What follows belongs to an exercise in optimizing a design on an open flow for small area, a short achievable clock period and few clock cycles per item; a production flow would make more cautious choices.
RTL that was checked went through simulation tests only; none was proved equivalent to the original.
Power and IR drop assume default switching activity.

==> 02-27: inputs <==
// cnn_pool
module cnn_pool
#(
    parameter int IMG_DIM = cnn_geom_pkg::DEF_IMG_DIM
)
(
    input  logic     clk,
    input  logic     reset,
    input  logic     i_start,
    input  wb_bus_pkg::wb_addr_t i_src_base,
    input  wb_bus_pkg::wb_addr_t i_dst_base,
    input  wb_bus_pkg::wb_data_t i_rd_dat,
    input  logic     i_rd_ack,
    input  logic     i_wr_ack,
    output logic     o_rd_cyc,
    output logic     o_rd_stb,
    output wb_bus_pkg::wb_addr_t o_rd_adr,
    output logic     o_wr_cyc,
    output logic     o_wr_stb,
    output logic     o_wr_we,
    output wb_bus_pkg::wb_addr_t o_wr_adr,
    output wb_bus_pkg::wb_data_t o_wr_dat,
    output logic     o_busy,
    output logic     o_done
);
clock: 9.0 ns
lec_check: 0
cap_margin: 20
core_margin: 2
core_utilization: 40
setup_slack_margin: 5
slew_margin: 20
synth_hierarchical: 1
synth_minimum_keep_size: 0
standard.sh (not shown) runs the stock make flow with config.mk's settings and CLKGATE_MAP_FILE= SYNTH_SCRIPT=/design/flow/synth_recipe.tcl, a recipe that flattens the netlist after the stock synthesis.
==> flow/flow/run.sh <==
#!/bin/bash
set -euo pipefail
SETUP_MARGIN=${SETUP_MARGIN:-6}
bash standard.sh \
    "BUFFER_PORTS_ARGS=-buffer_cell sky130_fd_sc_hd__buf_2" \
    "SETUP_SLACK_MARGIN=${SETUP_MARGIN}" \
    finish > flow_make.log 2>&1
==> 10-21: changes against 02-27 <==
--- a/flow/design.v
+++ b/flow/design.v
@@ -3498,11 +3498,13 @@
     logic        idle;                        
     logic        clr;
     logic        rd_take;
     logic        wr_take;
     logic [6:0]  rq;                          
-    logic [6:0]  rq_lim;                      
+    logic [6:0]  rq_eval;
+    logic [5:0]  rq_ctr;                      
+    logic [4:0]  rq_need;
     logic        rq_ok;
     logic [7:0]  d_in;
     logic        v_in;
     logic [6:0]  wc;                          
     logic [7:0]  wgt [NTAP];
@@ -3534,13 +3536,10 @@
     logic [15:0] cur;
     logic [15:0] run_nxt;
     logic        s_gt;
     logic [4:0]  n_done;                      
     logic [4:0]  n_taken;                     
-    logic        fin_now;
-    logic        avail;
-    logic        wr_load;
     assign job_go  = i_start && !o_busy;
     assign clr     = reset || o_done;
     assign rd_take = o_rd_stb && i_rd_ack;
     assign wr_take = o_wr_stb && i_wr_ack;
     assign o_rd_cyc = o_rd_stb;
@@ -3562,13 +3561,14 @@
         begin
             o_busy <= 1'b0;
             idle   <= 1'b1;
         end
     end
-    assign rq_lim  = (n_taken >= 5'd12) ? 7'd127
-                   : 7'd33 + {1'b0, n_taken[3:2], 4'd0} + {4'd0, n_taken[1:0], 1'b0};
-    assign rq_ok   = o_rd_stb ? (rq < rq_lim) : (rq <= rq_lim);
+    assign rq_eval = o_rd_stb ? rq + 7'd1 : rq;
+    assign rq_ctr  = 6'(rq_eval - 7'd18);
+    assign rq_need = {1'b0, rq_ctr[5:4] - 2'd1, rq_ctr[2:1]} + 5'd1;
+    assign rq_ok   = (rq_eval < 7'd34) || rq_ctr[3] || (n_taken >= rq_need);
     always_ff @(posedge clk)
     begin
         if (reset)
         begin
             o_rd_stb <= 1'b0;
@@ -3748,29 +3748,26 @@
     begin
         if (clr)
         begin
             n_done <= '0;
         end
-        else if (fin_now)
+        else if (s_val && s_ctr[3] && s_ctr[0])
         begin
             n_done <= n_done + 5'd1;
         end
     end
-    assign fin_now = s_val && s_ctr[3] && s_ctr[0];
-    assign avail   = (n_done != n_taken);
-    assign wr_load = (!o_wr_stb || i_wr_ack) && (avail || fin_now);
     always_ff @(posedge clk)
     begin
         if (reset)
         begin
             o_wr_stb <= 1'b0;
             o_done   <= 1'b0;
         end
         else
         begin
             o_done <= wr_take && (n_taken == 5'd16);
-            if (wr_load)
+            if ((!o_wr_stb || i_wr_ack) && (n_done != n_taken))
             begin
                 o_wr_stb <= 1'b1;
             end
             else if (i_wr_ack)
             begin
@@ -3782,20 +3779,20 @@
     begin
         if (clr)
         begin
             n_taken <= '0;
         end
-        else if (wr_load)
+        else if ((!o_wr_stb || i_wr_ack) && (n_done != n_taken))
         begin
             n_taken <= n_taken + 5'd1;
         end
     end
     always_ff @(posedge clk)
     begin
-        if (wr_load)
+        if ((!o_wr_stb || i_wr_ack) && (n_done != n_taken))
         begin
-            o_wr_dat <= avail ? pmax[n_taken[1:0]] : run_nxt;
+            o_wr_dat <= pmax[n_taken[1:0]];
         end
         if (idle)
         begin
             o_wr_adr <= i_dst_base;
         end
==> flow/run.sh (new file) <==
#!/bin/bash
# synth_recipe.tcl (not shown) runs the flow's synth.tcl, then flattens the netlist and writes it again
# the make line also repeats each setting of config.mk as NAME=value (left out here)
make -C /OpenROAD-flow-scripts/flow DESIGN_CONFIG=/design/flow/config.mk WORK_HOME=/design/flow/orfs CLKGATE_MAP_FILE= SYNTH_SCRIPT=/design/flow/synth_recipe.tcl finish
removed: flow/flow/run.sh
removed: flow/standard.sh
==> summary of the runs <==
Between 02-27 and 10-21, the lower total power is in 10-21 (gap about 6.6%, measured against 10-21). Between 10-21 and 02-27, the lower routed wire length is in 10-21 (gap about 3.7%, measured against 02-27). 10-21 completed with no timing, DRC or antenna violations. 02-27 completed with no timing, DRC or antenna violations. Die area: 10-21 is lower than 02-27 (about 1%). Between 10-21 and 02-27, the lower cell count is in 10-21 (gap 5.6%, measured against 02-27).
==> figures <==
| quantity | 10-21 | 02-27 |
|---|---|---|
| PwrDens | 213 nW/um^2 | 214 nW/um^2 |
| Net Switching | 0.00253 W | 0.00272 W |
| Run status | no timing/DRC/antenna violations | no timing/DRC/antenna violations |
| Wl on met1 | 40900 um | 41800 um |
| Placer congestion estimate | 0.937 | 0.957 |
| Area of all placed cells without fillers | 41100 sq um | 43700 sq um |
| Post-detailed-placement half-perimeter wirelength | 73800 um | 74700 um |
| Cell Int Power | 0.00623 W | 0.00662 W |
| Endpoint of the worst hold-timing path | u_ctr[0]$_DFF_P_ | u_mac.cut2_q[0]$_DFF_P_ |
| Share of post-route cells with drive strength above 1 | 0.0715 | 0.210 |
Testbench counts of 02-27, summed over its fixed seeds: cycles 8,544, jobs 96.
No functional check of the RTL was part of 10-21.

==> re-timing with driven ports <==
No port has a modelled driver above. Below, the same layouts with a new extraction and two added sets of constraints. Step 1 (the two cells are an assumption about what drives the block):
set clk [get_ports {clk}]
set_driving_cell -lib_cell sky130_fd_sc_hd__clkbuf_16 $clk
set_driving_cell -lib_cell sky130_fd_sc_hd__buf_2 [delete_from_list [all_inputs] $clk]
Step 2 also shifts input and output timing later by t, the mid clock arrival at the registers, as if the neighbouring blocks saw the same clock. Slacks: ideal ports / drivers / drivers and shift; pairs: ideal ports / drivers.
run	shift t [ns]	slack for setup (ns)	latest minus earliest clock arrival (ns)	worst slew at a driven data input, ns
02-27	0.702	5.977 / 5.911 / 5.629	0.031 / 0.031	0.04
10-21	0.699	5.303 / 5.251 / 5.046	0.029 / 0.030	0.05
After both steps every run listed still meets setup and hold. For 02-27, which loses most, drivers alone change the setup slack by -0.066 ns; drivers and shift together by -0.348 ns.
